What follows belongs to an exercise in optimizing a design on an open flow for small area; a production flow would make more cautious choices.
The RTL was checked by simulation tests, not by an equivalence proof against the original design.
Power figures rest on the tool's default switching activity, not on a simulated workload. No driver is modelled on the clock port, so clocking that relies on it looks cheaper here than on a real chip.

==> flow/design.v <==
package synth_pkg;
	localparam int NUM_OPS = 6;
endpackage
module wave_rom
(
	input logic [6:0] addr,
	output logic [6:0] data
);
	logic [6:0] idx;  
	assign idx = addr[6] ? 7'd64 - {1'b0, addr[5:0]} : {1'b0, addr[5:0]};
	always_comb begin
		case (idx)
			7'd0: data = 7'd0;
			7'd1: data = 7'd3;
			7'd2: data = 7'd6;
			7'd3: data = 7'd9;
			7'd4: data = 7'd12;
			7'd5: data = 7'd16;
			7'd6: data = 7'd19;
			7'd7: data = 7'd22;
			7'd8: data = 7'd25;
			7'd9: data = 7'd28;
			7'd10: data = 7'd31;
			7'd11: data = 7'd34;
			7'd12: data = 7'd37;
			7'd13: data = 7'd40;
			7'd14: data = 7'd43;
			7'd15: data = 7'd46;
			7'd16: data = 7'd49;
			7'd17: data = 7'd51;
			7'd18: data = 7'd54;
			7'd19: data = 7'd57;
			7'd20: data = 7'd60;
			7'd21: data = 7'd63;
			7'd22: data = 7'd65;
			7'd23: data = 7'd68;
			7'd24: data = 7'd71;
			7'd25: data = 7'd73;
			7'd26: data = 7'd76;
			7'd27: data = 7'd78;
			7'd28: data = 7'd81;
			7'd29: data = 7'd83;
			7'd30: data = 7'd85;
			7'd31: data = 7'd88;
			7'd32: data = 7'd90;
			7'd33: data = 7'd92;
			7'd34: data = 7'd94;
			7'd35: data = 7'd96;
			7'd36: data = 7'd98;
			7'd37: data = 7'd100;
			7'd38: data = 7'd102;
			7'd39: data = 7'd104;
			7'd40: data = 7'd106;
			7'd41: data = 7'd107;
			7'd42: data = 7'd109;
			7'd43: data = 7'd111;
			7'd44: data = 7'd112;
			7'd45: data = 7'd113;
			7'd46: data = 7'd115;
			7'd47: data = 7'd116;
			7'd48: data = 7'd117;
			7'd49: data = 7'd118;
			7'd50: data = 7'd120;
			7'd51: data = 7'd121;
			7'd52: data = 7'd122;
			7'd53: data = 7'd122;
			7'd54: data = 7'd123;
			7'd55: data = 7'd124;
			7'd56: data = 7'd125;
			7'd57: data = 7'd125;
			7'd58: data = 7'd126;
			7'd59: data = 7'd126;
			7'd60: data = 7'd126;
			7'd61: data = 7'd127;
			7'd62: data = 7'd127;
			7'd63: data = 7'd127;
			7'd64: data = 7'd127;
			default: data = 7'd0;
		endcase
	end
endmodule
module rip_add #(
	parameter int W = 16
) (
	input logic [W-1:0] a,
	input logic [W-1:0] b,
	input logic ci,
	output logic [W-1:0] s,
	output logic co
);
	logic [W:0] c;
	assign c[0] = ci;
	for (genvar i = 0; i < W; i++) begin : g_bit
		assign s[i] = a[i] ^ b[i] ^ c[i];
		assign c[i + 1] = (a[i] & b[i]) | (c[i] & (a[i] ^ b[i]));
	end
	assign co = c[W];
endmodule
module rip_inc #(
	parameter int W = 32
) (
	input logic [W-1:0] a,
	output logic [W-1:0] s
);
	logic [W:0] c;
	assign c[0] = 1'b1;
	for (genvar i = 0; i < W; i++) begin : g_bit
		assign s[i] = a[i] ^ c[i];
		assign c[i + 1] = a[i] & c[i];
	end
endmodule
module voice_mixer
(
	input logic [6:0] mag,
	input logic sgn,
	input logic [15:0] lvl,  
	input logic [18:0] base,
	output logic [18:0] acc_new
);
	logic [26:8] sum;
	logic [15:0] lx;
	assign lx = lvl ^ {16{sgn}};
	logic p1;
	logic p2;
	logic p3;
	logic p4;
	logic p5;
	logic p6;
	logic p7;
	logic p8;
	logic p9;
	logic p10;
	logic p11;
	logic p12;
	logic p13;
	logic p14;
	logic p15;
	logic p16;
	logic p17;
	logic p18;
	logic p19;
	logic p20;
	logic p21;
	logic p22;
	logic p23;
	logic p24;
	logic p25;
	logic p26;
	logic p27;
	logic p28;
	logic p29;
	logic p30;
	logic p31;
	logic p32;
	logic p33;
	logic p34;
	logic p35;
	logic p36;
	logic p37;
	logic p38;
	logic p39;
	logic p40;
	logic p41;
	logic p42;
	logic p43;
	logic p44;
	logic p45;
	logic p46;
	logic p47;
	logic p48;
	logic p49;
	logic p50;
	logic p51;
	logic p52;
	logic p53;
	logic p54;
	logic p55;
	logic p56;
	logic p57;
	logic p58;
	logic p59;
	logic p60;
	logic p61;
	logic p62;
	logic p63;
	logic p64;
	logic p65;
	logic p66;
	logic p67;
	logic p68;
	logic p69;
	logic p70;
	logic p71;
	logic p72;
	logic p73;
	logic p74;
	logic p75;
	logic p76;
	logic p77;
	logic p78;
	logic p79;
	logic p80;
	logic p81;
	logic p82;
	logic p83;
	logic p84;
	logic p85;
	logic p86;
	logic p87;
	logic p88;
	logic p89;
	logic p90;
	logic p91;
	logic p92;
	logic p93;
	logic p94;
	logic p95;
	logic p96;
	logic p97;
	logic p98;
	logic p99;
	logic p100;
	logic p101;
	logic p102;
	logic p103;
	logic p104;
	logic p105;
	logic p106;
	logic p107;
	logic p108;
	logic p109;
	logic p110;
	logic p111;
	logic p112;
	logic p113;
	logic p114;
	logic p115;
	logic p116;
	logic p117;
	logic p118;
	logic p119;
	logic s120;
	logic c121;
	logic s122;
	logic c123;
	logic s124;
	logic c125;
	logic s126;
	logic c127;
	logic s128;
	logic c129;
	logic s130;
	logic c131;
	logic s132;
	logic c133;
	logic s134;
	logic c135;
	logic s136;
	logic c137;
	logic s138;
	logic c139;
	logic s140;
	logic c141;
	logic s142;
	logic c143;
	logic s144;
	logic c145;
	logic s146;
	logic c147;
	logic s148;
	logic c149;
	logic s150;
	logic c151;
	logic s152;
	logic c153;
	logic s154;
	logic c155;
	logic s156;
	logic c157;
	logic s158;
	logic c159;
	logic s160;
	logic c161;
	logic s162;
	logic c163;
	logic s164;
	logic c165;
	logic s166;
	logic c167;
	logic s168;
	logic c169;
	logic s170;
	logic c171;
	logic s172;
	logic c173;
	logic s174;
	logic c175;
	logic s176;
	logic c177;
	logic s178;
	logic c179;
	logic s180;
	logic c181;
	logic s182;
	logic c183;
	logic s184;
	logic c185;
	logic s186;
	logic c187;
	logic s188;
	logic c189;
	logic s190;
	logic c191;
	logic s192;
	logic c193;
	logic s194;
	logic c195;
	logic s196;
	logic c197;
	logic s198;
	logic c199;
	logic s200;
	logic c201;
	logic s202;
	logic c203;
	logic s204;
	logic c205;
	logic s206;
	logic c207;
	logic s208;
	logic c209;
	logic s210;
	logic c211;
	logic s212;
	logic c213;
	logic s214;
	logic c215;
	logic s216;
	logic c217;
	logic s218;
	logic c219;
	logic s220;
	logic c221;
	logic s222;
	logic c223;
	logic s224;
	logic c225;
	logic s226;
	logic c227;
	logic s228;
	logic c229;
	logic s230;
	logic c231;
	logic s232;
	logic c233;
	logic s234;
	logic c235;
	logic s236;
	logic c237;
	logic s238;
	logic c239;
	logic s240;
	logic c241;
	logic s242;
	logic c243;
	logic s244;
	logic c245;
	logic s246;
	logic c247;
	logic s248;
	logic c249;
	logic s250;
	logic c251;
	logic s252;
	logic c253;
	logic s254;
	logic c255;
	logic s256;
	logic c257;
	logic s258;
	logic c259;
	logic s260;
	logic c261;
	logic s262;
	logic c263;
	logic s264;
	logic c265;
	logic s266;
	logic c267;
	logic s268;
	logic c269;
	logic s270;
	logic c271;
	logic s272;
	logic c273;
	logic s274;
	logic c275;
	logic s276;
	logic c277;
	logic s278;
	logic c279;
	logic s280;
	logic c281;
	logic s282;
	logic c283;
	logic s284;
	logic c285;
	logic s286;
	logic c287;
	logic s288;
	logic c289;
	logic s290;
	logic c291;
	logic s292;
	logic c293;
	logic s294;
	logic c295;
	logic s296;
	logic c297;
	logic s298;
	logic c299;
	logic s300;
	logic c301;
	logic s302;
	logic c303;
	logic s304;
	logic c305;
	logic s306;
	logic c307;
	logic s308;
	logic c309;
	logic s310;
	logic c311;
	logic r312;
	logic r313;
	logic r314;
	logic r315;
	logic r316;
	logic r317;
	logic r318;
	logic r319;
	logic r320;
	logic r321;
	logic r322;
	logic r323;
	logic r324;
	logic r325;
	logic u326;
	logic v327;
	logic r328;
	logic r329;
	logic u330;
	logic v331;
	logic r332;
	logic r333;
	logic u334;
	logic v335;
	logic r336;
	logic r337;
	logic u338;
	logic v339;
	logic r340;
	logic r341;
	logic u342;
	logic v343;
	logic r344;
	logic r345;
	logic u346;
	logic v347;
	logic r348;
	logic r349;
	logic u350;
	logic v351;
	logic r352;
	logic r353;
	logic u354;
	logic v355;
	logic r356;
	logic r357;
	logic u358;
	logic v359;
	logic r360;
	logic r361;
	logic u362;
	logic v363;
	logic r364;
	logic r365;
	logic u366;
	logic v367;
	logic r368;
	logic r369;
	logic u370;
	logic v371;
	logic r372;
	logic r373;
	logic u374;
	logic v375;
	assign p1 = mag[0] & lx[0];
	assign p2 = mag[0] & lx[1];
	assign p3 = mag[0] & lx[2];
	assign p4 = mag[0] & lx[3];
	assign p5 = mag[0] & lx[4];
	assign p6 = mag[0] & lx[5];
	assign p7 = mag[0] & lx[6];
	assign p8 = mag[0] & lx[7];
	assign p9 = mag[0] & lx[8];
	assign p10 = mag[0] & lx[9];
	assign p11 = mag[0] & lx[10];
	assign p12 = mag[0] & lx[11];
	assign p13 = mag[0] & lx[12];
	assign p14 = mag[0] & lx[13];
	assign p15 = mag[0] & lx[14];
	assign p16 = ~(mag[0] & lx[15]);
	assign p17 = sgn & mag[0];
	assign p18 = mag[1] & lx[0];
	assign p19 = mag[1] & lx[1];
	assign p20 = mag[1] & lx[2];
	assign p21 = mag[1] & lx[3];
	assign p22 = mag[1] & lx[4];
	assign p23 = mag[1] & lx[5];
	assign p24 = mag[1] & lx[6];
	assign p25 = mag[1] & lx[7];
	assign p26 = mag[1] & lx[8];
	assign p27 = mag[1] & lx[9];
	assign p28 = mag[1] & lx[10];
	assign p29 = mag[1] & lx[11];
	assign p30 = mag[1] & lx[12];
	assign p31 = mag[1] & lx[13];
	assign p32 = mag[1] & lx[14];
	assign p33 = ~(mag[1] & lx[15]);
	assign p34 = sgn & mag[1];
	assign p35 = mag[2] & lx[0];
	assign p36 = mag[2] & lx[1];
	assign p37 = mag[2] & lx[2];
	assign p38 = mag[2] & lx[3];
	assign p39 = mag[2] & lx[4];
	assign p40 = mag[2] & lx[5];
	assign p41 = mag[2] & lx[6];
	assign p42 = mag[2] & lx[7];
	assign p43 = mag[2] & lx[8];
	assign p44 = mag[2] & lx[9];
	assign p45 = mag[2] & lx[10];
	assign p46 = mag[2] & lx[11];
	assign p47 = mag[2] & lx[12];
	assign p48 = mag[2] & lx[13];
	assign p49 = mag[2] & lx[14];
	assign p50 = ~(mag[2] & lx[15]);
	assign p51 = sgn & mag[2];
	assign p52 = mag[3] & lx[0];
	assign p53 = mag[3] & lx[1];
	assign p54 = mag[3] & lx[2];
	assign p55 = mag[3] & lx[3];
	assign p56 = mag[3] & lx[4];
	assign p57 = mag[3] & lx[5];
	assign p58 = mag[3] & lx[6];
	assign p59 = mag[3] & lx[7];
	assign p60 = mag[3] & lx[8];
	assign p61 = mag[3] & lx[9];
	assign p62 = mag[3] & lx[10];
	assign p63 = mag[3] & lx[11];
	assign p64 = mag[3] & lx[12];
	assign p65 = mag[3] & lx[13];
	assign p66 = mag[3] & lx[14];
	assign p67 = ~(mag[3] & lx[15]);
	assign p68 = sgn & mag[3];
	assign p69 = mag[4] & lx[0];
	assign p70 = mag[4] & lx[1];
	assign p71 = mag[4] & lx[2];
	assign p72 = mag[4] & lx[3];
	assign p73 = mag[4] & lx[4];
	assign p74 = mag[4] & lx[5];
	assign p75 = mag[4] & lx[6];
	assign p76 = mag[4] & lx[7];
	assign p77 = mag[4] & lx[8];
	assign p78 = mag[4] & lx[9];
	assign p79 = mag[4] & lx[10];
	assign p80 = mag[4] & lx[11];
	assign p81 = mag[4] & lx[12];
	assign p82 = mag[4] & lx[13];
	assign p83 = mag[4] & lx[14];
	assign p84 = ~(mag[4] & lx[15]);
	assign p85 = sgn & mag[4];
	assign p86 = mag[5] & lx[0];
	assign p87 = mag[5] & lx[1];
	assign p88 = mag[5] & lx[2];
	assign p89 = mag[5] & lx[3];
	assign p90 = mag[5] & lx[4];
	assign p91 = mag[5] & lx[5];
	assign p92 = mag[5] & lx[6];
	assign p93 = mag[5] & lx[7];
	assign p94 = mag[5] & lx[8];
	assign p95 = mag[5] & lx[9];
	assign p96 = mag[5] & lx[10];
	assign p97 = mag[5] & lx[11];
	assign p98 = mag[5] & lx[12];
	assign p99 = mag[5] & lx[13];
	assign p100 = mag[5] & lx[14];
	assign p101 = ~(mag[5] & lx[15]);
	assign p102 = sgn & mag[5];
	assign p103 = mag[6] & lx[0];
	assign p104 = mag[6] & lx[1];
	assign p105 = mag[6] & lx[2];
	assign p106 = mag[6] & lx[3];
	assign p107 = mag[6] & lx[4];
	assign p108 = mag[6] & lx[5];
	assign p109 = mag[6] & lx[6];
	assign p110 = mag[6] & lx[7];
	assign p111 = mag[6] & lx[8];
	assign p112 = mag[6] & lx[9];
	assign p113 = mag[6] & lx[10];
	assign p114 = mag[6] & lx[11];
	assign p115 = mag[6] & lx[12];
	assign p116 = mag[6] & lx[13];
	assign p117 = mag[6] & lx[14];
	assign p118 = ~(mag[6] & lx[15]);
	assign p119 = sgn & mag[6];
	assign s120 = p6 ^ p22;
	assign c121 = p6 & p22;
	assign s122 = p7 ^ p23 ^ p39;
	assign c123 = (p7 & p23) | (p7 & p39) | (p23 & p39);
	assign s124 = p55 ^ p71;
	assign c125 = p55 & p71;
	assign s126 = p8 ^ p24 ^ p40;
	assign c127 = (p8 & p24) | (p8 & p40) | (p24 & p40);
	assign s128 = p56 ^ p72;
	assign c129 = p56 & p72;
	assign s130 = p9 ^ p25 ^ p41;
	assign c131 = (p9 & p25) | (p9 & p41) | (p25 & p41);
	assign s132 = p57 ^ p73 ^ p89;
	assign c133 = (p57 & p73) | (p57 & p89) | (p73 & p89);
	assign s134 = p10 ^ p26 ^ p42;
	assign c135 = (p10 & p26) | (p10 & p42) | (p26 & p42);
	assign s136 = p58 ^ p74 ^ p90;
	assign c137 = (p58 & p74) | (p58 & p90) | (p74 & p90);
	assign s138 = p11 ^ p27 ^ p43;
	assign c139 = (p11 & p27) | (p11 & p43) | (p27 & p43);
	assign s140 = p59 ^ p75 ^ p91;
	assign c141 = (p59 & p75) | (p59 & p91) | (p75 & p91);
	assign s142 = p12 ^ p28 ^ p44;
	assign c143 = (p12 & p28) | (p12 & p44) | (p28 & p44);
	assign s144 = p60 ^ p76 ^ p92;
	assign c145 = (p60 & p76) | (p60 & p92) | (p76 & p92);
	assign s146 = p13 ^ p29 ^ p45;
	assign c147 = (p13 & p29) | (p13 & p45) | (p29 & p45);
	assign s148 = p61 ^ p77 ^ p93;
	assign c149 = (p61 & p77) | (p61 & p93) | (p77 & p93);
	assign s150 = p14 ^ p30 ^ p46;
	assign c151 = (p14 & p30) | (p14 & p46) | (p30 & p46);
	assign s152 = p62 ^ p78 ^ p94;
	assign c153 = (p62 & p78) | (p62 & p94) | (p78 & p94);
	assign s154 = p15 ^ p31 ^ p47;
	assign c155 = (p15 & p31) | (p15 & p47) | (p31 & p47);
	assign s156 = p63 ^ p79 ^ p95;
	assign c157 = (p63 & p79) | (p63 & p95) | (p79 & p95);
	assign s158 = p16 ^ p32 ^ p48;
	assign c159 = (p16 & p32) | (p16 & p48) | (p32 & p48);
	assign s160 = p64 ^ p80 ^ p96;
	assign c161 = (p64 & p80) | (p64 & p96) | (p80 & p96);
	assign s162 = p33 ^ p49 ^ p65;
	assign c163 = (p33 & p49) | (p33 & p65) | (p49 & p65);
	assign s164 = p81 ^ p97;
	assign c165 = p81 & p97;
	assign s166 = p50 ^ p66 ^ p82;
	assign c167 = (p50 & p66) | (p50 & p82) | (p66 & p82);
	assign s168 = p4 ^ p20;
	assign c169 = p4 & p20;
	assign s170 = p5 ^ p21 ^ p37;
	assign c171 = (p5 & p21) | (p5 & p37) | (p21 & p37);
	assign s172 = p53 ^ p69;
	assign c173 = p53 & p69;
	assign s174 = s120 ^ p38 ^ p54;
	assign c175 = (s120 & p38) | (s120 & p54) | (p38 & p54);
	assign s176 = p70 ^ p86 ^ p102;
	assign c177 = (p70 & p86) | (p70 & p102) | (p86 & p102);
	assign s178 = c121 ^ s122 ^ s124;
	assign c179 = (c121 & s122) | (c121 & s124) | (s122 & s124);
	assign s180 = p87 ^ p103 ^ p119;
	assign c181 = (p87 & p103) | (p87 & p119) | (p103 & p119);
	assign s182 = c123 ^ c125 ^ s126;
	assign c183 = (c123 & c125) | (c123 & s126) | (c125 & s126);
	assign s184 = s128 ^ p88 ^ p104;
	assign c185 = (s128 & p88) | (s128 & p104) | (p88 & p104);
	assign s186 = c127 ^ c129 ^ s130;
	assign c187 = (c127 & c129) | (c127 & s130) | (c129 & s130);
	assign s188 = s132 ^ p105 ^ base[0];
	assign c189 = (s132 & p105) | (s132 & base[0]) | (p105 & base[0]);
	assign s190 = c131 ^ c133 ^ s134;
	assign c191 = (c131 & c133) | (c131 & s134) | (c133 & s134);
	assign s192 = s136 ^ p106 ^ base[1];
	assign c193 = (s136 & p106) | (s136 & base[1]) | (p106 & base[1]);
	assign s194 = c135 ^ c137 ^ s138;
	assign c195 = (c135 & c137) | (c135 & s138) | (c137 & s138);
	assign s196 = s140 ^ p107 ^ base[2];
	assign c197 = (s140 & p107) | (s140 & base[2]) | (p107 & base[2]);
	assign s198 = c139 ^ c141 ^ s142;
	assign c199 = (c139 & c141) | (c139 & s142) | (c141 & s142);
	assign s200 = s144 ^ p108 ^ base[3];
	assign c201 = (s144 & p108) | (s144 & base[3]) | (p108 & base[3]);
	assign s202 = c143 ^ c145 ^ s146;
	assign c203 = (c143 & c145) | (c143 & s146) | (c145 & s146);
	assign s204 = s148 ^ p109 ^ base[4];
	assign c205 = (s148 & p109) | (s148 & base[4]) | (p109 & base[4]);
	assign s206 = c147 ^ c149 ^ s150;
	assign c207 = (c147 & c149) | (c147 & s150) | (c149 & s150);
	assign s208 = s152 ^ p110 ^ base[5];
	assign c209 = (s152 & p110) | (s152 & base[5]) | (p110 & base[5]);
	assign s210 = c151 ^ c153 ^ s154;
	assign c211 = (c151 & c153) | (c151 & s154) | (c153 & s154);
	assign s212 = s156 ^ p111 ^ base[6];
	assign c213 = (s156 & p111) | (s156 & base[6]) | (p111 & base[6]);
	assign s214 = c155 ^ c157 ^ s158;
	assign c215 = (c155 & c157) | (c155 & s158) | (c157 & s158);
	assign s216 = s160 ^ p112 ^ base[7];
	assign c217 = (s160 & p112) | (s160 & base[7]) | (p112 & base[7]);
	assign s218 = c159 ^ c161 ^ s162;
	assign c219 = (c159 & c161) | (c159 & s162) | (c161 & s162);
	assign s220 = s164 ^ p113 ^ base[8];
	assign c221 = (s164 & p113) | (s164 & base[8]) | (p113 & base[8]);
	assign s222 = c163 ^ c165 ^ s166;
	assign c223 = (c163 & c165) | (c163 & s166) | (c165 & s166);
	assign s224 = p98 ^ p114 ^ base[9];
	assign c225 = (p98 & p114) | (p98 & base[9]) | (p114 & base[9]);
	assign s226 = c167 ^ p67 ^ p83;
	assign c227 = (c167 & p67) | (c167 & p83) | (p67 & p83);
	assign s228 = p99 ^ p115 ^ base[10];
	assign c229 = (p99 & p115) | (p99 & base[10]) | (p115 & base[10]);
	assign s230 = p84 ^ p100 ^ p116;
	assign c231 = (p84 & p100) | (p84 & p116) | (p100 & p116);
	assign s232 = p3 ^ p19;
	assign c233 = p3 & p19;
	assign s234 = s168 ^ p36 ^ p52;
	assign c235 = (s168 & p36) | (s168 & p52) | (p36 & p52);
	assign s236 = c169 ^ s170 ^ s172;
	assign c237 = (c169 & s170) | (c169 & s172) | (s170 & s172);
	assign s238 = c171 ^ c173 ^ s174;
	assign c239 = (c171 & c173) | (c171 & s174) | (c173 & s174);
	assign s240 = c175 ^ c177 ^ s178;
	assign c241 = (c175 & c177) | (c175 & s178) | (c177 & s178);
	assign s242 = c179 ^ c181 ^ s182;
	assign c243 = (c179 & c181) | (c179 & s182) | (c181 & s182);
	assign s244 = c183 ^ c185 ^ s186;
	assign c245 = (c183 & c185) | (c183 & s186) | (c185 & s186);
	assign s246 = c187 ^ c189 ^ s190;
	assign c247 = (c187 & c189) | (c187 & s190) | (c189 & s190);
	assign s248 = c191 ^ c193 ^ s194;
	assign c249 = (c191 & c193) | (c191 & s194) | (c193 & s194);
	assign s250 = c195 ^ c197 ^ s198;
	assign c251 = (c195 & c197) | (c195 & s198) | (c197 & s198);
	assign s252 = c199 ^ c201 ^ s202;
	assign c253 = (c199 & c201) | (c199 & s202) | (c201 & s202);
	assign s254 = c203 ^ c205 ^ s206;
	assign c255 = (c203 & c205) | (c203 & s206) | (c205 & s206);
	assign s256 = c207 ^ c209 ^ s210;
	assign c257 = (c207 & c209) | (c207 & s210) | (c209 & s210);
	assign s258 = c211 ^ c213 ^ s214;
	assign c259 = (c211 & c213) | (c211 & s214) | (c213 & s214);
	assign s260 = c215 ^ c217 ^ s218;
	assign c261 = (c215 & c217) | (c215 & s218) | (c217 & s218);
	assign s262 = c219 ^ c221 ^ s222;
	assign c263 = (c219 & c221) | (c219 & s222) | (c221 & s222);
	assign s264 = c223 ^ c225 ^ s226;
	assign c265 = (c223 & c225) | (c223 & s226) | (c225 & s226);
	assign s266 = c227 ^ c229 ^ s230;
	assign c267 = (c227 & c229) | (c227 & s230) | (c229 & s230);
	assign s268 = c231 ^ p101 ^ p117;
	assign c269 = (c231 & p101) | (c231 & p117) | (p101 & p117);
	assign s270 = p2 ^ p18;
	assign c271 = p2 & p18;
	assign s272 = s232 ^ p35 ^ p51;
	assign c273 = (s232 & p35) | (s232 & p51) | (p35 & p51);
	assign s274 = c233 ^ s234 ^ p68;
	assign c275 = (c233 & s234) | (c233 & p68) | (s234 & p68);
	assign s276 = c235 ^ s236 ^ p85;
	assign c277 = (c235 & s236) | (c235 & p85) | (s236 & p85);
	assign s278 = c237 ^ s238 ^ s176;
	assign c279 = (c237 & s238) | (c237 & s176) | (s238 & s176);
	assign s280 = c239 ^ s240 ^ s180;
	assign c281 = (c239 & s240) | (c239 & s180) | (s240 & s180);
	assign s282 = c241 ^ s242 ^ s184;
	assign c283 = (c241 & s242) | (c241 & s184) | (s242 & s184);
	assign s284 = c243 ^ s244 ^ s188;
	assign c285 = (c243 & s244) | (c243 & s188) | (s244 & s188);
	assign s286 = c245 ^ s246 ^ s192;
	assign c287 = (c245 & s246) | (c245 & s192) | (s246 & s192);
	assign s288 = c247 ^ s248 ^ s196;
	assign c289 = (c247 & s248) | (c247 & s196) | (s248 & s196);
	assign s290 = c249 ^ s250 ^ s200;
	assign c291 = (c249 & s250) | (c249 & s200) | (s250 & s200);
	assign s292 = c251 ^ s252 ^ s204;
	assign c293 = (c251 & s252) | (c251 & s204) | (s252 & s204);
	assign s294 = c253 ^ s254 ^ s208;
	assign c295 = (c253 & s254) | (c253 & s208) | (s254 & s208);
	assign s296 = c255 ^ s256 ^ s212;
	assign c297 = (c255 & s256) | (c255 & s212) | (s256 & s212);
	assign s298 = c257 ^ s258 ^ s216;
	assign c299 = (c257 & s258) | (c257 & s216) | (s258 & s216);
	assign s300 = c259 ^ s260 ^ s220;
	assign c301 = (c259 & s260) | (c259 & s220) | (s260 & s220);
	assign s302 = c261 ^ s262 ^ s224;
	assign c303 = (c261 & s262) | (c261 & s224) | (s262 & s224);
	assign s304 = c263 ^ s264 ^ s228;
	assign c305 = (c263 & s264) | (c263 & s228) | (s264 & s228);
	assign s306 = c265 ^ s266 ^ base[11];
	assign c307 = (c265 & s266) | (c265 & base[11]) | (s266 & base[11]);
	assign s308 = c267 ^ s268 ^ base[12];
	assign c309 = (c267 & s268) | (c267 & base[12]) | (s268 & base[12]);
	assign s310 = c269 ^ p118 ^ base[13];
	assign c311 = (c269 & p118) | (c269 & base[13]) | (p118 & base[13]);
	assign r312 = (p1 & p17) | (1'b0 & (p1 ^ p17));
	assign r313 = (s270 & p34) | (r312 & (s270 ^ p34));
	assign r314 = (c271 & s272) | (r313 & (c271 ^ s272));
	assign r315 = (c273 & s274) | (r314 & (c273 ^ s274));
	assign r316 = (c275 & s276) | (r315 & (c275 ^ s276));
	assign r317 = (c277 & s278) | (r316 & (c277 ^ s278));
	assign r318 = (c279 & s280) | (r317 & (c279 ^ s280));
	assign r319 = (c281 & s282) | (r318 & (c281 ^ s282));
	assign sum[8] = c283 ^ s284 ^ r319;
	assign r320 = (c283 & s284) | (r319 & (c283 ^ s284));
	assign sum[9] = c285 ^ s286 ^ r320;
	assign r321 = (c285 & s286) | (r320 & (c285 ^ s286));
	assign sum[10] = c287 ^ s288 ^ r321;
	assign r322 = (c287 & s288) | (r321 & (c287 ^ s288));
	assign sum[11] = c289 ^ s290 ^ r322;
	assign r323 = (c289 & s290) | (r322 & (c289 ^ s290));
	assign sum[12] = c291 ^ s292 ^ r323;
	assign r324 = (c291 & s292) | (r323 & (c291 ^ s292));
	assign sum[13] = c293 ^ s294 ^ r324;
	assign r325 = (c293 & s294) | (r324 & (c293 ^ s294));
	assign u326 = c295 ^ s296 ^ 1'b0;
	assign v327 = c295 ^ s296 ^ 1'b1;
	assign sum[14] = r325 ? v327 : u326;
	assign r328 = (c295 & s296) | (1'b0 & (c295 ^ s296));
	assign r329 = (c295 & s296) | (1'b1 & (c295 ^ s296));
	assign u330 = c297 ^ s298 ^ r328;
	assign v331 = c297 ^ s298 ^ r329;
	assign sum[15] = r325 ? v331 : u330;
	assign r332 = (c297 & s298) | (r328 & (c297 ^ s298));
	assign r333 = (c297 & s298) | (r329 & (c297 ^ s298));
	assign u334 = c299 ^ s300 ^ r332;
	assign v335 = c299 ^ s300 ^ r333;
	assign sum[16] = r325 ? v335 : u334;
	assign r336 = (c299 & s300) | (r332 & (c299 ^ s300));
	assign r337 = (c299 & s300) | (r333 & (c299 ^ s300));
	assign u338 = c301 ^ s302 ^ r336;
	assign v339 = c301 ^ s302 ^ r337;
	assign sum[17] = r325 ? v339 : u338;
	assign r340 = (c301 & s302) | (r336 & (c301 ^ s302));
	assign r341 = (c301 & s302) | (r337 & (c301 ^ s302));
	assign u342 = c303 ^ s304 ^ r340;
	assign v343 = c303 ^ s304 ^ r341;
	assign sum[18] = r325 ? v343 : u342;
	assign r344 = (c303 & s304) | (r340 & (c303 ^ s304));
	assign r345 = (c303 & s304) | (r341 & (c303 ^ s304));
	assign u346 = c305 ^ s306 ^ r344;
	assign v347 = c305 ^ s306 ^ r345;
	assign sum[19] = r325 ? v347 : u346;
	assign r348 = (c305 & s306) | (r344 & (c305 ^ s306));
	assign r349 = (c305 & s306) | (r345 & (c305 ^ s306));
	assign u350 = c307 ^ s308 ^ r348;
	assign v351 = c307 ^ s308 ^ r349;
	assign sum[20] = r325 ? v351 : u350;
	assign r352 = (c307 & s308) | (r348 & (c307 ^ s308));
	assign r353 = (c307 & s308) | (r349 & (c307 ^ s308));
	assign u354 = c309 ^ s310 ^ r352;
	assign v355 = c309 ^ s310 ^ r353;
	assign sum[21] = r325 ? v355 : u354;
	assign r356 = (c309 & s310) | (r352 & (c309 ^ s310));
	assign r357 = (c309 & s310) | (r353 & (c309 ^ s310));
	assign u358 = c311 ^ base[14] ^ r356;
	assign v359 = c311 ^ base[14] ^ r357;
	assign sum[22] = r325 ? v359 : u358;
	assign r360 = (c311 & base[14]) | (r356 & (c311 ^ base[14]));
	assign r361 = (c311 & base[14]) | (r357 & (c311 ^ base[14]));
	assign u362 = base[15] ^ 1'b0 ^ r360;
	assign v363 = base[15] ^ 1'b0 ^ r361;
	assign sum[23] = r325 ? v363 : u362;
	assign r364 = (base[15] & 1'b0) | (r360 & (base[15] ^ 1'b0));
	assign r365 = (base[15] & 1'b0) | (r361 & (base[15] ^ 1'b0));
	assign u366 = base[16] ^ 1'b0 ^ r364;
	assign v367 = base[16] ^ 1'b0 ^ r365;
	assign sum[24] = r325 ? v367 : u366;
	assign r368 = (base[16] & 1'b0) | (r364 & (base[16] ^ 1'b0));
	assign r369 = (base[16] & 1'b0) | (r365 & (base[16] ^ 1'b0));
	assign u370 = base[17] ^ 1'b0 ^ r368;
	assign v371 = base[17] ^ 1'b0 ^ r369;
	assign sum[25] = r325 ? v371 : u370;
	assign r372 = (base[17] & 1'b0) | (r368 & (base[17] ^ 1'b0));
	assign r373 = (base[17] & 1'b0) | (r369 & (base[17] ^ 1'b0));
	assign u374 = base[18] ^ 1'b0 ^ r372;
	assign v375 = base[18] ^ 1'b0 ^ r373;
	assign sum[26] = r325 ? v375 : u374;
	assign acc_new = sum[26:8];
endmodule
module fm_voice (
	input logic clk37,
	input logic rst,
	input logic cmd_valid,
	input logic [31:0] cmd_data,
	output logic signed [15:0] sample,
	output logic sample_valid,
	output logic cmd_busy
);
	localparam int NOPS = synth_pkg::NUM_OPS;
	logic [2:0] s;
	logic [2:0] s2;  
	logic [2:0] s3;  
	logic [2:0] s4;  
	logic started;  
	logic z2, z1, z0;  
	logic clr_f;  
	logic clr_e;
	assign s2 = (s >= 3'd4) ? s - 3'd4 : s + 3'd2;
	assign s3 = (s >= 3'd3) ? s - 3'd3 : s + 3'd3;
	assign s4 = (s >= 3'd2) ? s - 3'd2 : s + 3'd4;
	always_ff @(posedge clk37) begin
		if (rst) begin
			s <= 3'd3;
			started <= 1'b0;
			z2 <= 1'b1;
			z1 <= 1'b1;
			z0 <= 1'b1;
		end else begin
			s <= (s == 3'd5) ? 3'd0 : s + 3'd1;
			if (s == 3'd1) started <= 1'b1;
			if (started && s == 3'd3) z2 <= 1'b0;
			z1 <= z2;
			z0 <= z1;
		end
	end
	assign clr_f = rst || (z0 && !started && (s == 3'd3 || s == 3'd4));  
	assign clr_e = z2;
	logic [3:0] words_left;
	logic cur_env;  
	logic [2:0] cur_idx;
	logic gate;
	logic [5:0] mix_mask;
	logic [31:0] fld [1:7];  
	logic [31:0] last_q;  
	logic [2:0] eidx;  
	logic [2:0] fidx;  
	logic last_word;
	logic idx_ok;
	logic wr_env;
	logic wr_freq;
	assign cmd_busy = |words_left;
	assign last_word = cmd_valid && (words_left == 4'd1) && !rst;
	assign idx_ok = !(cur_idx[2] && cur_idx[1]);
	assign wr_env = last_word && idx_ok && cur_env;
	assign wr_freq = last_word && idx_ok && !cur_env;
	always_ff @(posedge clk37) begin
		if (rst) begin
			words_left <= '0;
			gate <= 1'b0;
			mix_mask <= '0;
		end else if (cmd_valid) begin
			if (cmd_busy) begin
				words_left <= words_left - 4'd1;
			end else begin
				cur_env <= cmd_data[31:24] == 8'd1;
				cur_idx <= cmd_data[18:16];
				if (cmd_data[31:24] == 8'd1) words_left <= 4'd8;
				if (cmd_data[31:24] == 8'd3) words_left <= 4'd1;
				if (cmd_data[31:24] == 8'd2) begin
					gate <= cmd_data[0];
					mix_mask <= cmd_data[13:8];
				end
			end
		end
	end
	always_ff @(posedge clk37) begin
		if ((cmd_valid && words_left == 4'd8) || wr_freq) fld[1] <= cmd_data;
		for (int m = 2; m < 8; m++) begin
			if (cmd_valid && words_left == 4'(9 - m)) fld[m] <= cmd_data;
		end
		if (wr_env) last_q <= cmd_data;
		if (wr_env) eidx <= cur_idx;
		if (wr_freq) fidx <= cur_idx;
	end
	logic pend_a, pend_b, pend_r, pend_f;
	logic live0, live3, pa0, pa3, pb3;
	logic pf0, pf2, pf4;
	logic ins_a0, ins_a3, ins_b3, ins_r2;
	assign live0 = wr_env && cur_idx == s;
	assign live3 = wr_env && cur_idx == s3;
	assign pa0 = pend_a && eidx == s;
	assign pa3 = pend_a && eidx == s3;
	assign pb3 = pend_b && eidx == s3;
	assign pf0 = pend_f && fidx == s;
	assign pf2 = pend_f && fidx == s2;
	assign pf4 = pend_f && fidx == s4;
	assign ins_a0 = live0 || pa0;
	assign ins_a3 = live3 || pa3;
	assign ins_b3 = live3 || pb3;
	assign ins_r2 = pend_r && eidx == s2;
	always_ff @(posedge clk37) begin
		if (rst) begin
			pend_a <= 1'b0;
			pend_b <= 1'b0;
			pend_r <= 1'b0;
			pend_f <= 1'b0;
		end else begin
			pend_a <= (wr_env && !live0 && !live3) || (pend_a && !pa0 && !pa3);
			pend_b <= (wr_env && !live3) || (pend_b && !pb3);
			pend_r <= wr_env || (pend_r && !ins_r2);
			pend_f <= wr_freq || (pend_f && !pf0 && !pf2 && !pf4);
		end
	end
	logic [95:0] pa [NOPS];  
	logic [127:0] pb [NOPS];  
	logic [31:0] pr [NOPS];  
	logic [31:0] pf [NOPS];  
	logic [95:0] a_w;
	logic [127:0] b_w;
	assign a_w = {fld[1], fld[2], fld[3]};
	assign b_w = {fld[4], fld[5], fld[6], fld[7]};
	logic keep_a0, keep_a3, keep_b3, keep_r2, keep_f0, keep_f2, keep_f4;
	assign keep_a0 = !ins_a0 && !clr_e;
	assign keep_a3 = !ins_a3 && !clr_e;
	assign keep_b3 = !ins_b3 && !clr_e;
	assign keep_r2 = !ins_r2 && !clr_e;
	assign keep_f0 = !pf0 && !clr_f;
	assign keep_f2 = !pf2 && !clr_f;
	assign keep_f4 = !pf4 && !clr_f;
	always_ff @(posedge clk37) begin
		pa[0] <= pa[1];
		pa[1] <= pa[2];
		pa[2] <= ({96{ins_a3}} & a_w) | ({96{keep_a3}} & pa[3]);
		pa[3] <= pa[4];
		pa[4] <= pa[5];
		pa[5] <= ({96{ins_a0}} & a_w) | ({96{keep_a0}} & pa[0]);
		pr[0] <= pr[1];
		pr[1] <= ({32{ins_r2}} & last_q) | ({32{keep_r2}} & pr[2]);
		pr[2] <= pr[3];
		pr[3] <= pr[4];
		pr[4] <= pr[5];
		pr[5] <= pr[0];
		pb[0] <= pb[1];
		pb[1] <= pb[2];
		pb[2] <= ({128{ins_b3}} & b_w) | ({128{keep_b3}} & pb[3]);
		pb[3] <= pb[4];
		pb[4] <= pb[5];
		pb[5] <= pb[0];
		pf[0] <= pf[1];
		pf[1] <= ({32{pf2}} & fld[1]) | ({32{keep_f2}} & pf[2]);
		pf[2] <= pf[3];
		pf[3] <= ({32{pf4}} & fld[1]) | ({32{keep_f4}} & pf[4]);
		pf[4] <= pf[5];
		pf[5] <= ({32{pf0}} & fld[1]) | ({32{keep_f0}} & pf[0]);
	end
	logic [2:0] st_r [NOPS];
	logic [31:0] cnt_r [NOPS];
	logic [31:0] amp_r [NOPS];
	logic [31:0] ph_r [NOPS];
	logic gate_d1, gate_d2;
	always_ff @(posedge clk37) begin
		gate_d1 <= gate;
		gate_d2 <= gate_d1;
	end
	logic [15:0] ph_lo;
	logic ph_c, ph_cq;
	logic [2:0] st1;
	localparam int AL = 17;  
	logic [AL-1:0] isel1;
	logic [AL-1:0] amp_lo;
	logic amp_c, amp_cq;
	rip_add #(16) ph_lo_add (
		.a(z1 ? 16'd0 : ph_r[1][15:0]),
		.b(pf[1][15:0]),
		.ci(1'b0),
		.s(ph_lo),
		.co(ph_c)
	);
	assign st1 = z1 ? 3'd0 : st_r[1];
	assign isel1 = ({AL{st1 == 3'd1}} & pa[1][32 +: AL]) | ({AL{st1 == 3'd2}} & pb[1][96 +: AL]) |
		({AL{st1 == 3'd3}} & pb[1][32 +: AL]) | ({AL{st1[2]}} & pr[1][AL-1:0]);
	rip_add #(AL) amp_lo_add (
		.a(st1 == 3'd3 ? {AL{1'b0}} : amp_r[1][AL-1:0]),
		.b(isel1),
		.ci(1'b0),
		.s(amp_lo),
		.co(amp_c)
	);
	always_ff @(posedge clk37) begin
		ph_cq <= ph_c;
		amp_cq <= amp_c;
	end
	logic [15:0] ph_hi;
	rip_add #(16) ph_hi_add (
		.a(z0 ? 16'd0 : ph_r[0][31:16]),
		.b(pf[0][31:16]),
		.ci(ph_cq),
		.s(ph_hi),
		.co()
	);
	logic [31:0] at_time, at_inc, de_time, de_inc, su_time, su_lvl, re_time, re_inc;
	assign {at_time, at_inc, de_time} = pa[0];
	assign {de_inc, su_time, su_lvl, re_time} = pb[0];
	assign re_inc = pr[0];
	logic [2:0] st;
	logic is_i, is_s, is_r;
	logic [31:0] tsel, amp_sum, cnt_inc;
	logic [31:AL] isel0;
	logic eq, tr;
	logic [2:0] nst;
	logic [31:0] ncnt, namp;
	assign st = z0 ? 3'd0 : st_r[0];
	assign is_i = st == 3'd0;
	assign is_s = st == 3'd3;
	assign is_r = !(is_i || st == 3'd1 || st == 3'd2 || is_s);
	logic sel_a, sel_d, sel_s, sel_r;
	assign sel_a = st == 3'd1;
	assign sel_d = st == 3'd2;
	assign sel_s = is_s;
	assign sel_r = st[2];
	assign tsel = ({32{sel_a}} & at_time) | ({32{sel_d}} & de_time) | ({32{sel_s}} & su_time) | ({32{sel_r}} & re_time);
	assign isel0 = ({(32-AL){sel_a}} & at_inc[31:AL]) | ({(32-AL){sel_d}} & de_inc[31:AL]) |
		({(32-AL){sel_s}} & su_lvl[31:AL]) | ({(32-AL){sel_r}} & re_inc[31:AL]);
	assign eq = cnt_r[0] == tsel;
	rip_add #(32 - AL) amp_hi_add (
		.a(sel_s ? {(32-AL){1'b0}} : amp_r[0][31:AL]),
		.b(isel0),
		.ci(amp_cq),
		.s(amp_sum[31:AL]),
		.co()
	);
	assign amp_sum[AL-1:0] = amp_r[0][AL-1:0];
	rip_inc #(32) cnt_inc_add (
		.a(cnt_r[0]),
		.s(cnt_inc)
	);
	assign tr = is_r ? (eq || amp_sum[31]) : (eq || !gate_d2);
	always_comb begin
		if (is_i) nst = {2'b00, gate_d2};
		else if (!tr) nst = st;
		else if (is_r) nst = 3'd0;
		else if (gate_d2) nst = st + 3'd1;
		else nst = 3'd4;
	end
	assign ncnt = (is_i || tr) ? 32'd0 : cnt_inc;
	assign namp = (is_i || (is_r && tr)) ? 32'd0 : amp_sum;
	always_ff @(posedge clk37) begin
		for (int k = 0; k < NOPS - 1; k++) begin
			st_r[k] <= st_r[k + 1];
			cnt_r[k] <= cnt_r[k + 1];
			amp_r[k] <= amp_r[k + 1];
			ph_r[k] <= ph_r[k + 1];
		end
		ph_r[0][15:0] <= ph_lo;
		amp_r[0][AL-1:0] <= amp_lo;
		st_r[NOPS - 1] <= nst;
		cnt_r[NOPS - 1] <= ncnt;
		amp_r[NOPS - 1] <= namp;
		ph_r[NOPS - 1] <= {ph_hi, ph_r[0][15:0]};
	end
	logic [6:0] rom_data;
	logic [6:0] mag;
	logic sgn;
	logic [18:0] acc;
	logic [18:0] acc_new;
	wave_rom wave_rom_inst (
		.addr(ph_hi[14:8]),
		.data(rom_data)
	);
	always_ff @(posedge clk37) begin
		mag <= mix_mask[s] ? rom_data : 7'd0;
		sgn <= mix_mask[s] && ph_hi[15];
	end
	voice_mixer voice_mixer_inst (
		.mag(mag),
		.sgn(sgn),
		.lvl(amp_r[NOPS - 1][31:16]),
		.base((s == 3'd1) ? 19'd426752 : acc),
		.acc_new(acc_new)
	);
	always_ff @(posedge clk37) begin
		acc <= acc_new;
	end
	assign sample = acc[18:3];
	assign sample_valid = started && s == 3'd1;
endmodule
==> flow/flow/run.sh <==
#!/bin/bash
# The standard layout (standard.sh) with three changes:
# - synthesis maps the logic with ABC's area-oriented mapper: the ORFS scripts
#   are copied to ./orfs_scripts unchanged except abc_area.script (ABC_AREA is
#   set in config.mk), and SCRIPTS_DIR points there;
# - the input and output ports are buffered with the smallest buffer (buf_1);
# - clock tree synthesis adds no dummy loads to balance the tree (leaf clusters
#   of up to 33 sinks within 90 um, clkbuf_16 only).
# The full tool output goes to standard.log here and to the ORFS logs under
# orfs/logs.
set -e
cd "$(dirname "$0")/.."
rm -rf orfs_scripts
cp -r "$FLOW_HOME/scripts" orfs_scripts
printf 'strash\nbalance\nrewrite\nrefactor\nbalance\nrewrite\nrewrite -z\nbalance\nrefactor -z\nrewrite -z\nbalance\ndch\namap\ntopo\nstime -c\n' > orfs_scripts/abc_area.script
export SCRIPTS_DIR="$PWD/orfs_scripts"
export BUFFER_PORTS_ARGS="-buffer_cell sky130_fd_sc_hd__buf_1"
export CTS_ARGS="-sink_clustering_enable -repair_clock_nets -dont_use_dummy_load -sink_clustering_size 33 -sink_clustering_max_diameter 90 -buf_list sky130_fd_sc_hd__clkbuf_16"
bash standard.sh > standard.log 2>&1
==> flow/standard.sh <==
#!/bin/bash
# synth_recipe.tcl (not shown) runs the flow's synth.tcl, then flattens the netlist and writes it again
# the make line also repeats each setting of config.mk as NAME=value (left out here)
make -C /OpenROAD-flow-scripts/flow DESIGN_CONFIG=/design/flow/config.mk WORK_HOME=/design/flow/orfs CLKGATE_MAP_FILE= SYNTH_SCRIPT=/design/flow/synth_recipe.tcl "${@:-finish}"
==> flow/config.mk <==
export PLATFORM = sky130hd
export DESIGN_NAME = fm_voice
export DESIGN_NICKNAME = fm_voice
export VERILOG_FILES = /design/flow/design.v
export SDC_FILE = /design/flow/constraint.sdc
export NUM_CORES = 4
export LEC_CHECK = 0
export ABC_AREA = 1
export CAP_MARGIN = 20
export CORE_MARGIN = 2
export CORE_UTILIZATION = 75
export PLACE_DENSITY = 0.85
export SLEW_MARGIN = 20
==> flow/constraint.sdc <==
create_clock -name core_clock -period 10.0 [get_ports {clk37}]
set_input_delay 2.0000 -clock core_clock [delete_from_list [all_inputs] [get_ports {clk37}]]
set_output_delay 2.0000 -clock core_clock [all_outputs]
set_load 0.01 [all_outputs]
==> summary.md, run 1 <==
| Metric | Value |
|---|---|
| Die width | 309 um |
| CTS buffer count | 91 |
| Initial Util | 0.758 |
| Syn nets | about 5,000 |
| Worst Path Required | approximately 11,000 ps |
| Post-synthesis mux area share | 0 |
| Die Area | around 95,000 um^2 |
| Worst Hold Margin | 265 ps |
| Max clock buf depth | 3 |
| Kind of critical path | reg2reg |
| XOR/XNOR Fraction of Synth Area | 0 |
| CP Launch Type | flip-flop |
| Worst hold path class | reg2reg |
| CTS tree | done |
| Remaining Overflow, GRT | 0 |
| Post-Syn Area | 69,600 um^2 |
| Synthesized flop and latch total | roughly 2,600 |
| Met3 usage | 0.0425 |
| RSZ-0062 raised after global routing | false |
| Fraction of layout cells with a size suffix above 1 | 0.0489 |
| Largest family of logic cells by synthesized area | compound AO/OA/AOI/OAI gates |
| Post-Synth Adder-Cell Area | 0.0597 |
| Core footprint | 91,800 um^2 |
| Setup ws final | 427 ps |
| Synth top area share | 0.683 |
| Die height | roughly 310 um |
| Largest cells by area after synthesis | dfxtp_1, edfxtp_1, fa_1 |
| Post-Route WL | roughly 140,000 um |
| Clock Pin Slew Worst Setup and Hold Paths | 110 ps |
| Synth Area in Compound Gates | 0.0821 |
| Antenna viol nets, final | 0 |
| Final HPWL DP | 82,800 um |
| Worst VDD drop | roughly 0.00019 V |
| Power Density | 215 nW/um^2 |
| Routability congestion estimate | 0.838 |
| # nets final | between 5,000 and 6,000 |
| Final Critical Period | 9570 ps |
| Peak fanout along the critical path | 6 |
| Yosys cell types | 44 |
| Endpoints failing setup | 0 |
| Simple-Gate Fraction of Synth Area | 0.0364 |
| CTS Hold Buffers Added | 0 |
| GR Layer Usage met2 | 0.511 |
| Post-Synthesis Cells | 4,592 |
| TNS Setup | 0 ps |
| Worst Path Arrival | 10,150 ps |
| Slowest stage delay, CP | 560 ps |
| Met1 Track Usage GR | 0.423 |
| Largest net degree at the start of global routing | 98 |
| DRC Markers | 0 |
| Max Cap Viol | 0 |
| Io pins | 53 |
| Leakage | about 0.027 uW |
| Port buffer count | 52 |
| Clk sinks | 2,641 |
| Vias in the first global route | 36,500 |
| Gr usage total | 0.307 |
| 1st-iter DRT viols | 3,618 |
| Number of vias per cell | around 5.8 |
| Leading area contributor after synthesis | dfxtp_1 |
| # H-tree levels | 3 |
| CP Capture Type | flip-flop |
| Syn Area/Cell | between 15 and 20 um^2 |
| Design Power | 16,000 uW |
| Synth warn | 20 |
| Row count | approximately 110 |
| Slowest cell on crit path | fa_1 |
| First-pass GRT wire length | between 200,000 and 250,000 um |
| Pre-Repair DR Iteration Count | 6 |
| Slew headroom | 0.210 |
| Clk_skew | 91.2 ps |
| Crit-path most repeated cell | fa_2 |
| Status | timing/DRC/antenna clean |
| Slew @ Worst Pin | 1180 ps |
| Clock Tree Root | clkbuf_16 |
| GR peak layer | met2 |
| Initial antenna violation count | 3 |
| Routed length per instance | 23.8 um |
| Via count | 35,200 |
| F_max | 104 MHz |
| Max Slew Vio Count | 0 |
| Fin. Hold Viols | 0 |
| Final period util | 0.957 |
| Post-synthesis sequential area ratio | 0.798 |
| Worst skew pair latency | 710 ps |
| Dpl ws | -183 ps |
| Area growth, synth to finish | 6.93% |
==> cell type report <==
type	count	area [um^2]
Multi-Input combinational cell	1517	12600
Tap cell	1243	1560
Fill cell	4591	17300
Antenna cell	1	2.50
Clock buffer	91	2280
Sequential cell	2641	55500
Timing Repair Buffer	135	847
Inverter	418	1590
==> flip-flops by register name (all words and copies together) (netlist names), 4 cells and up <==
name,cells
st_r,18
pr,192
pb,768
pf,192
amp_r,192
cnt_r,192
last_q,32
mag,7
mix_mask,6
acc,19
pa,576
fld,224
words_left,4
ph_r,192
==> critical path, delay by kind of cell (launching register included) <==
| kind | cells | cell delay (ps) |
|---|---|---|
| adder cells (fa/ha/maj) | 22 | 7960 |
| AND/OR/NAND/NOR | 4 | 420 |
| flip-flops | 1 | 380 |
| AO/OA/AOI/OAI | 5 | 380 |
| buffers and inverters | 4 | 330 |
==> stage by stage <==
stage | instance area (um^2) | utilization | cells
4_1_cts | 74400 | 0.811 | 6044
3_3_place_gp | 72100 | 0.786 | 5949
5_1_grt | 74500 | 0.811 | 6046
6_report | 74500 | 0.811 | 6046
3_5_place_dp | 72100 | 0.786 | 5949
2_1_floorplan | 69800 | - | 4592
==> layer usage <==
layer	share of wire	vias to the layer above
met5	0.000056	-
met4	0.034	2
met3	0.063	281
met2	0.49	1285
met1	0.42	17600
li1	-	16000
==> power breakdown <==
part,switching [uW],leakage (uW),internal (uW)
combinational,430,0.00429,143
clock,2880,0.00112,1650
sequential,58.8,0.0215,10800
==> cells by family after synthesis <==
logic type / count (synthesis)
buffers and inverters: 434
adders and majority gates: 235
DFF: 2641
AOI/OAI and AO/OA: 740
and+or+nand+nor: 542
==> worst paths after layout <==
kind	startpoint	to	slack (ps)	depth (start not counted)
worst min register to register	pf[5][13]$_DFF_P_	pf[4][13]$_DFF_P_	270	0
worst min-delay path	pf[5][13]$_DFF_P_	pf[4][13]$_DFF_P_	270	0
worst max-delay path	sgn$_DFF_P_	acc[18]$_DFF_P_	430	35
worst max register to register	sgn$_DFF_P_	acc[18]$_DFF_P_	430	35
==> placed cells by master (no fill, tap or decap), types with 52 or more instances in the layout <==
cell	Yosys	routed
clkbuf_16	0	91
ha_1	73	72
dfxtp_1	2375	2373
clkinv_1	418	410
nand2_1	89	86
buf_4	16	80
buf_1	0	52
edfxtp_1	266	266
nand3_1	58	58
o21ai_0	125	116
fa_1	162	136
a21oi_1	65	65
a32o_1	258	258
nor2_1	216	212
nor2b_1	88	84
o22ai_1	167	167
==> cells in the mapped netlist, drive strengths merged <==
cell type and number:
a41o 1, or3 3, a21oi 65, o21a 2
a221oi 25, a2111oi 5, a21o 5, o21ai 125
dfxtp 2375, o32ai 1, o32a 5, nor4 10
a32o 258, fa 162, nand3 58, or4 1
nor2b 88, o221a 9, nor3 20, o211ai 3
a311oi 1, a222oi 33, a2111o 1, nor2 216
a22oi 5, nand4 2, ha 73, a31o 1
or2 44, a211o 1, a31oi 1, a32oi 1
nand2 89, edfxtp 266, buf 16, a221o 4
a211oi 8, clkinv 418, o221ai 4, nand2b 11
a22o 6, o22a 1, a21boi 2, o22ai 167
==> what timing repair did <==
action / 4_1_cts / 5_1_grt
setup endpoints to repair: 2 / 3
gates resized for setup: 6 / 3
pin swaps: 2 / 9
setup buffers: 4 / 1
==> inputs of run 2 (changes only) <==
--- a/flow/flow/run.sh
+++ b/flow/flow/run.sh
@@ -12,7 +12,7 @@
 cd "$(dirname "$0")/.."
 rm -rf orfs_scripts
 cp -r "$FLOW_HOME/scripts" orfs_scripts
-printf 'strash\nbalance\nrewrite\nrefactor\nbalance\nrewrite\nrewrite -z\nbalance\nrefactor -z\nrewrite -z\nbalance\ndch\namap\ntopo\nstime -c\n' > orfs_scripts/abc_area.script
+printf 'strash\ndch\namap\ntopo\nstime -c\n' > orfs_scripts/abc_area.script
 export SCRIPTS_DIR="$PWD/orfs_scripts"
 export BUFFER_PORTS_ARGS="-buffer_cell sky130_fd_sc_hd__buf_1"
 export CTS_ARGS="-sink_clustering_enable -repair_clock_nets -dont_use_dummy_load -sink_clustering_size 33 -sink_clustering_max_diameter 90 -buf_list sky130_fd_sc_hd__clkbuf_16"
--- a/flow/config.mk
+++ b/flow/config.mk
@@ -6,8 +6,8 @@
 export NUM_CORES = 4
 export LEC_CHECK = 0
 export ABC_AREA = 1
-export CAP_MARGIN = 20
+export CAP_MARGIN = 0
 export CORE_MARGIN = 2
 export CORE_UTILIZATION = 75
 export PLACE_DENSITY = 0.85
-export SLEW_MARGIN = 20
+export SLEW_MARGIN = 0
==> summary.md, run 2 <==
| Metric | Value |
|---|---|
| Clock Tree Root | clkbuf_16 |
| 1st-iter DRT viols | 3,007 (-17%) |
| Antenna viol nets, final | 0 (unchanged) |
| EDFF count, synth | 266 (unchanged) |
| Clock Power Share | 0.288 (+0.005) |
| Biggest registers after layout | pb: 768 flops, pa: 576 flops, fld: 224 flops |
| Commonest non-fill, non-tap cell in the layout | dfxtp_1 |
| TNS Setup | 0 ps (unchanged) |
| DP Area | 72,300 um^2 (+0.26%) |
| Synth warn | 20 (unchanged) |
| Vias in the first global route | 37,400 (+2.6%) |
| CTS tree | done |
| Max reg flops | 768 (unchanged) |
| CP Capture Type | flip-flop |
| Fill cells | 4,545 (-1.0%) |
| Fin. Hold Viols | 0 (unchanged) |
| Internal Pwr Total | 12,500 uW (-0.95%) |
| XOR/XNOR Fraction of Synth Area | 0.00113 (+0.00113) |
| DRC Markers | 0 (unchanged) |
| Worst hold path class | reg2reg |
| Sw frac | 0.205 (-0.00588) |
| Synth top area share | 0.681 (-0.00206) |
| Worst skew pair latency | 710 ps (about the same) |
| Io pins | 53 (unchanged) |
| Leakage | 0.0272 uW (+0.92%) |
| Via count | 35,600 (+1.1%) |
| Crit-path most repeated cell | fa_2 |
| Peak fanout along the critical path | 5 (-1) |
| CP Launch Type | flip-flop |
| Final Non-Filler Cells | 6,250 (+3.4%) |
| Pre-Repair DR Iteration Count | 5 (-1) |
| Area growth, synth to finish | 6.88% (about the same) |
| Syn Area/Cell | 14.6 um^2 (-3.8%) |
| Cell with the most instances after synthesis | dfxtp_1 |
| Worst Path Required | 10,580 ps (about the same) |
| Slew @ Worst Pin | 1430 ps (+254 ps) |
| Status | timing/DRC/antenna clean |
| Die Area | 95,600 um^2 (+0.30%) |
| # H-tree levels | 3 (unchanged) |
| Yosys cell types | 44 (unchanged) |
| Initial Util | 0.760 (+0.00114) |
| Post-Syn Area | 69,800 um^2 (+0.30%) |
| Slowest cell on crit path | fa_1 |
| Remaining Overflow, GRT | 0 (unchanged) |
| Worst VDD drop | 0.000210 V (+11%) |
| RSZ-0062 raised after global routing | false |
| Placed Cells | 6,156 (+3.5%) |
| Worst Path Arrival | 10,150 ps (about the same) |
| Port buffer count | 52 (unchanged) |
| Worst path buffer plus inverter count | 5 (+1) |
| Endpoints failing setup | 0 (unchanged) |
| Final Critical Period | 9570 ps (+0.912 ps) |
| First-pass GRT wire length | 220,000 um (+0.70%) |
| Leading area contributor after synthesis | dfxtp_1 |
| Row count | 111 (unchanged) |
| Initial antenna violation count | 2 (-1) |
| Largest family of logic cells by synthesized area | compound AO/OA/AOI/OAI gates |
| Final period util | 0.957 (about the same) |
| Max clock buf depth | 3 (unchanged) |
| Power Density | 211 nW/um^2 (-1.9%) |
| Ys async rst share | 0 (unchanged) |
| Synthesized flop and latch total | 2,641 (unchanged) |
| Clock Pin Slew Worst Setup and Hold Paths | 110 ps (about the same) |
| Worst Hold Margin | 272 ps (+6.52 ps) |
| Post-Synthesis Cells | 4,790 (+4.3%) |
| Slew headroom | 0.0444 (-0.165) |
| Design Power | 15,700 uW (-1.7%) |
| Combinational fraction of design power | 0.026 (-0.010) |
| Number of vias per cell | 5.69 (-2.2%) |
| Gr usage total | 0.311 (+0.00400) |
| Most frequent cells in the layout | dfxtp_1, clkinv_1, o22ai_1 |
| Clk sinks | 2,641 (unchanged) |
| Core footprint | 91,900 um^2 (+0.15%) |
| Inserted Diodes | 0 (-1) |
| Post-Synth Adder-Cell Area | 0.0595 (-0.000180) |
| # nets final | 5,279 (+4.0%) |
| Multi-input gate area | 12,000 um^2 (-5.3%) |
| Switching power total | 3220 uW (-4.4%) |
| Max Slew Vio Count | 0 (unchanged) |
| Post-synthesis mux area share | 0 (unchanged) |
| Clk_skew | 94.6 ps (+3.43 ps) |
| Synth Area in Compound Gates | 0.0720 (-0.0101) |
| Simple-Gate Fraction of Synth Area | 0.0362 (-0.000181) |
| Most used DFF post-synth | dfxtp_1 |
| Post-Route WL | 146,000 um (+1.4%) |
| Slowest stage delay, CP | 500 ps (-60 ps) |
| Largest net degree at the start of global routing | 97 (-1.0%) |
| Routed length per instance | 23.4 um (-1.9%) |
| Fraction of layout cells with a size suffix above 1 | 0.0441 (-0.00480) |
| Largest Register | pb |
| Max Cap Viol | 0 (unchanged) |
| F_max | 104 MHz (about the same) |
| Syn nets | 5,060 (+4.1%) |
| Routability congestion estimate | 0.841 (+0.41%) |
| Most frequent cells after synthesis | dfxtp_1, clkinv_1, o22ai_1, edfxtp_1, nor2_1 |
| Largest cells by area after synthesis | dfxtp_1, edfxtp_1, fa_1 |
| Die height | 309 um (+0.15%) |
| Post-synthesis sequential area ratio | 0.795 (-0.00240) |
| Kind of critical path | reg2reg |
| CTS buffer count | 91 (unchanged) |
| Reg power frac | 0.685 (+0.004) |
| Post-Layout Inst Area | 74,600 um^2 (+0.25%) |
| Final HPWL DP | 84,800 um (+2.4%) |
| Register area | 55,500 um^2 (about the same) |
| Die width | 309 um (+0.15%) |
| Critical path's top delay family | adder cells |
## run 2: what timing repair did
action	4_1_cts	5_1_grt
buffers inserted	1	1
hold buffers	0	0
setup endpoints to repair	2	4
pin swaps	3	11
resized for setup	3	8
cloned	0	1
## run 2: per-layer routing
layer,up-vias,share of wire,global-route usage
li1,16100,-,-
met1,17800,0.40,0.401
met2,1285,0.50,0.535
met3,365,0.055,0.0392
met4,4,0.045,0.133
met5,-,0.00018,0
## run 2: metrics by stage
| stage | worst slack, ps | utilization |
|---|---|---|
| floorplan | 22.6 | - |
| global placement | -15.6 | 0.787 |
| detailed placement | -104 | 0.787 |
| CTS | 22.6 | 0.811 |
| global route | 20.4 | 0.812 |
| finish | 426 | 0.812 |
## run 2: kinds of logic after synthesis
| group | Yosys count |
|---|---|
| DFF | 2641 |
| AOI/OAI and AO/OA | 727 |
| buffers and inverters | 654 |
| and+or+nand+nor | 524 |
| adders and majority gates | 235 |
| xor gates and xnor gates | 9 |
## run 2: power by group through the flow
stage	clock, uW	sequential [uW]	combinational [uW]
CTS	4570	10800	417
detailed placement	0	11000	411
global route	4870	10800	458
floorplan	0	11000	264
global placement	0	11000	393
finish	4540	10800	413
## run 2: layout make-up
cell class | count | share of cell area
clock buffers | 91 | 0.0305
inverters | 638 | 0.0322
multi-input cells | 1495 | 0.160
flip-flops and latches | 2641 | 0.744
well taps | 1243 | 0.0208
repair buffers | 141 | 0.0118
repair inverters | 1 | 0.0000671
## run 2: final timing paths
path                                      startpoint              endpoint  slack, ps  cells past startpoint
worst max-delay path                     sgn$_DFF_P_       acc[18]$_DFF_P_        430                     35
worst min-delay path            amp_r[3][17]$_DFF_P_  amp_r[2][17]$_DFF_P_        270                      0
worst max register to register           sgn$_DFF_P_       acc[18]$_DFF_P_        430                     35
worst min register to register  amp_r[3][17]$_DFF_P_  amp_r[2][17]$_DFF_P_        270                      0
## run 2: worst register-to-register path: cells and delay by family (launching register included)
kind                       cells  cell delay, ps
DFF                            1             390
and+or+nand+nor                3             390
AOI/OAI and AO/OA              5             420
adders and majority gates     22            7920
buffers and inverters          5             350
==> inputs of run 3 (changes only) <==
--- a/flow/config.mk
+++ b/flow/config.mk
@@ -6,8 +6,8 @@
 export NUM_CORES = 4
 export LEC_CHECK = 0
 export ABC_AREA = 1
-export CAP_MARGIN = 0
+export CAP_MARGIN = 20
 export CORE_MARGIN = 2
 export CORE_UTILIZATION = 75
 export PLACE_DENSITY = 0.85
-export SLEW_MARGIN = 0
+export SLEW_MARGIN = 20
==> summary.md, run 3 <==
| Metric | Value |
|---|---|
| Port buffer count | 52 (unchanged) |
| CP Capture Type | flip-flop |
| Most frequent cells after synthesis | dfxtp_1, clkinv_1, o22ai_1, edfxtp_1, nor2_1 |
| Post-Synthesis Cells | 4,790 (unchanged) |
| First-pass GRT wire length | 220,000 um (unchanged) |
| Clk_skew | 92.7 ps (-1.93 ps) |
| Largest Register | pb |
| Combinational fraction of design power | 0.026 (about the same) |
| Pre-Repair DR Iteration Count | 8 (+3) |
| # H-tree levels | 3 (unchanged) |
| Fin. Hold Viols | 0 (unchanged) |
| Antenna viol nets, final | 0 (unchanged) |
| Slowest cell on crit path | fa_1 |
| Ys async rst share | 0 (unchanged) |
| Io pins | 53 (unchanged) |
| Slowest stage delay, CP | 500 ps (about the same) |
| Leakage | 0.0272 uW (about the same) |
| Max reg flops | 768 (unchanged) |
| CTS tree | done |
| Sw frac | 0.205 (about the same) |
| Crit-path most repeated cell | fa_2 |
| Final Critical Period | 9570 ps (-3.84 ps) |
| Worst Path Arrival | 10,150 ps (about the same) |
| Post-Route WL | 146,000 um (about the same) |
| Initial antenna violation count | 2 (unchanged) |
| Die width | 309 um (unchanged) |
| Kind of critical path | reg2reg |
| Vias in the first global route | 37,400 (unchanged) |
| CP Launch Type | flip-flop |
| RSZ-0062 raised after global routing | false |
| Syn Area/Cell | 14.6 um^2 (unchanged) |
| Final Util | 0.812 (about the same) |
| Initial Util | 0.760 (unchanged) |
| Via count | 35,600 (+0.19%) |
| Final period util | 0.957 (about the same) |
| Max clock buf depth | 3 (unchanged) |
| Worst VDD drop | 0.000209 V (-0.79%) |
| Reg power frac | 0.685 (about the same) |
| Routability congestion estimate | 0.841 (unchanged) |
| Commonest non-fill, non-tap cell in the layout | dfxtp_1 |
| Worst hold path class | reg2reg |
| Largest cells by area after synthesis | dfxtp_1, edfxtp_1, fa_1 |
| Synth warn | 20 (unchanged) |
| Post-Syn Area | 69,800 um^2 (unchanged) |
| EDFF count, synth | 266 (unchanged) |
| Post-synthesis sequential area ratio | 0.795 (unchanged) |
| Worst Path Required | 10,580 ps (about the same) |
| Core footprint | 91,900 um^2 (unchanged) |
| Endpoints failing setup | 0 (unchanged) |
| Biggest registers after layout | pb: 768 flops, pa: 576 flops, fld: 224 flops |
| Slew @ Worst Pin | 1200 ps (-229 ps) |
| Max Slew Vio Count | 0 (unchanged) |
| Max Cap Viol | 0 (unchanged) |
| Area growth, synth to finish | 6.92% (about the same) |
| Gr usage total | 0.311 (unchanged) |
| Die height | 309 um (unchanged) |
| Synth top area share | 0.681 (unchanged) |
| Dpl ws | -104 ps (unchanged) |
| Most frequent cells in the layout | dfxtp_1, clkinv_1, o22ai_1 |
| Clock Tree Root | clkbuf_16 |
| Clk sinks | 2,641 (unchanged) |
| F_max | 104 MHz (about the same) |
| 1st-iter DRT viols | 3,169 (+5.4%) |
| Synthesized flop and latch total | 2,641 (unchanged) |
| Clock Power Share | 0.288 (about the same) |
| Slew headroom | 0.199 (+0.155) |
| Die Area | 95,600 um^2 (unchanged) |
| CTS Hold Buffers Added | 0 (unchanged) |
| Setup ws final | 430 ps (+3.84 ps) |
| DRC Markers | 0 (unchanged) |
| TNS Setup | 0 ps (unchanged) |
| # nets final | 5,280 (+0.019%) |
| Status | timing/DRC/antenna clean |
| Syn nets | 5,060 (unchanged) |
| Clock Pin Slew Worst Setup and Hold Paths | 110 ps (about the same) |
| Final HPWL DP | 84,800 um (unchanged) |
| Internal Pwr Total | 12,500 uW (about the same) |
| Yosys cell types | 44 (unchanged) |
| Peak fanout along the critical path | 5 (unchanged) |
| Most used DFF post-synth | dfxtp_1 |
| Power Density | 211 nW/um^2 (about the same) |
| Switching power total | 3220 uW (+0.11%) |
| Cell with the most instances after synthesis | dfxtp_1 |
| Worst skew pair latency | 710 ps (about the same) |
| Routed length per instance | 23.4 um (about the same) |
| Inserted Diodes | 0 (unchanged) |
| Largest net degree at the start of global routing | 97 (unchanged) |
| Remaining Overflow, GRT | 0 (unchanged) |
| Row count | 111 (unchanged) |
| Number of vias per cell | 5.70 (+0.17%) |
| Leading area contributor after synthesis | dfxtp_1 |
| CTS buffer count | 91 (unchanged) |
| Fraction of layout cells with a size suffix above 1 | 0.0445 (+0.000391) |
run 3: cell count changes in the layout (fill, tap and decap cells not counted):
cell / before / now
buf_12: 1 / 2
or2_4: 1 / 2
a2111oi_2: 0 / 1
or2_2: 1 / 0
a2111oi_1: 6 / 5
run 3: area by class of cell:
class | count | area [um^2]
flip-flops and latches | 2641 | 55500
fillers | 4539 | 17300
multi-input cells | 1495 | 12000
inverters | 638 | 2400
clock buffers | 91 | 2280
well taps | 1243 | 1560
repair buffers | 142 | 903
repair inverters | 1 | 5.00
run 3: worst max-delay path, delay by kind of cell, from the launching register on:
family          cells  cell delay (ps)
flops               1              390
buf+inv             5              350
compound gates      5              410
simple gates        3              390
fa+ha+maj          22             7920
run 3: final timing paths:
kind | from | end | slack [ps] | cells after the start
setup / recovery | sgn$_DFF_P_ | acc[18]$_DFF_P_ | 430 | 35
hold / removal | amp_r[3][17]$_DFF_P_ | amp_r[2][17]$_DFF_P_ | 270 | 0
hold reg to reg | amp_r[3][17]$_DFF_P_ | amp_r[2][17]$_DFF_P_ | 270 | 0
setup reg to reg | sgn$_DFF_P_ | acc[18]$_DFF_P_ | 430 | 35
run 3: repair_timing:
action,in CTS,in global routing
gates resized for setup,3,8
setup buffers,1,1
endpoints found under the hold margin,0,0
setup endpoints to repair,2,4
pin swaps,3,11
cloned,0,1
run 3: power groups by stage:
stage	Clock (uW)	Combinational (uW)	Sequential [uW]
2_1_floorplan	0	264	11000
3_3_place_gp	0	393	11000
3_5_place_dp	0	411	11000
4_1_cts	4570	417	10800
5_1_grt	4870	460	10800
6_report	4540	414	10800
run 3: kinds of logic after synthesis:
group           share of synthesized area
simple gates                       0.0362
buf+inv                            0.0360
fa+ha+maj                          0.0595
xor+xnor                          0.00113
flops                               0.795
compound gates                     0.0720
run 3: through the flow:
stage	total power, uW	cells	cell area [um^2]	hold WS [ps]
finish	15700	6251	74700	274
global route	16100	6251	74700	264
CTS	15800	6248	74600	274
detailed placement	11400	6156	72300	312
global placement	11400	6156	72300	310
floorplan	11300	4790	69900	310
run 3: per-layer routing:
layer | GRT usage | wire length [um]
met2 | 0.535 | 72700
met4 | 0.133 | 6690
met1 | 0.401 | 58800
met3 | 0.0392 | 7950
met5 | 0 | 27

port drivers added, routing unchanged:
The results above use ideal ports. As a check the final layouts listed here were re-extracted and re-timed, cells and wires unchanged.
Step 1 sets driving cells, clkbuf_16 on the clock port and buf_2 on the other inputs (assumed; they add their load-dependent delay and slew).
Step 2 times the ports against the registers' clock, not the clock port: input delays grow and output delays shrink by t, the midpoint of the rising clock arrivals with the driver on.
Three values: ideal ports, drivers, drivers and shift; two values: the first two.
run	t (ns)	setup WS [ns]
run 1	0.738	0.427 / 0.427 / 0.427
run 2	0.740	0.426 / 0.426 / 0.426
run 3	0.744	0.430 / 0.430 / 0.430
After both steps setup and hold are still met in every run listed.
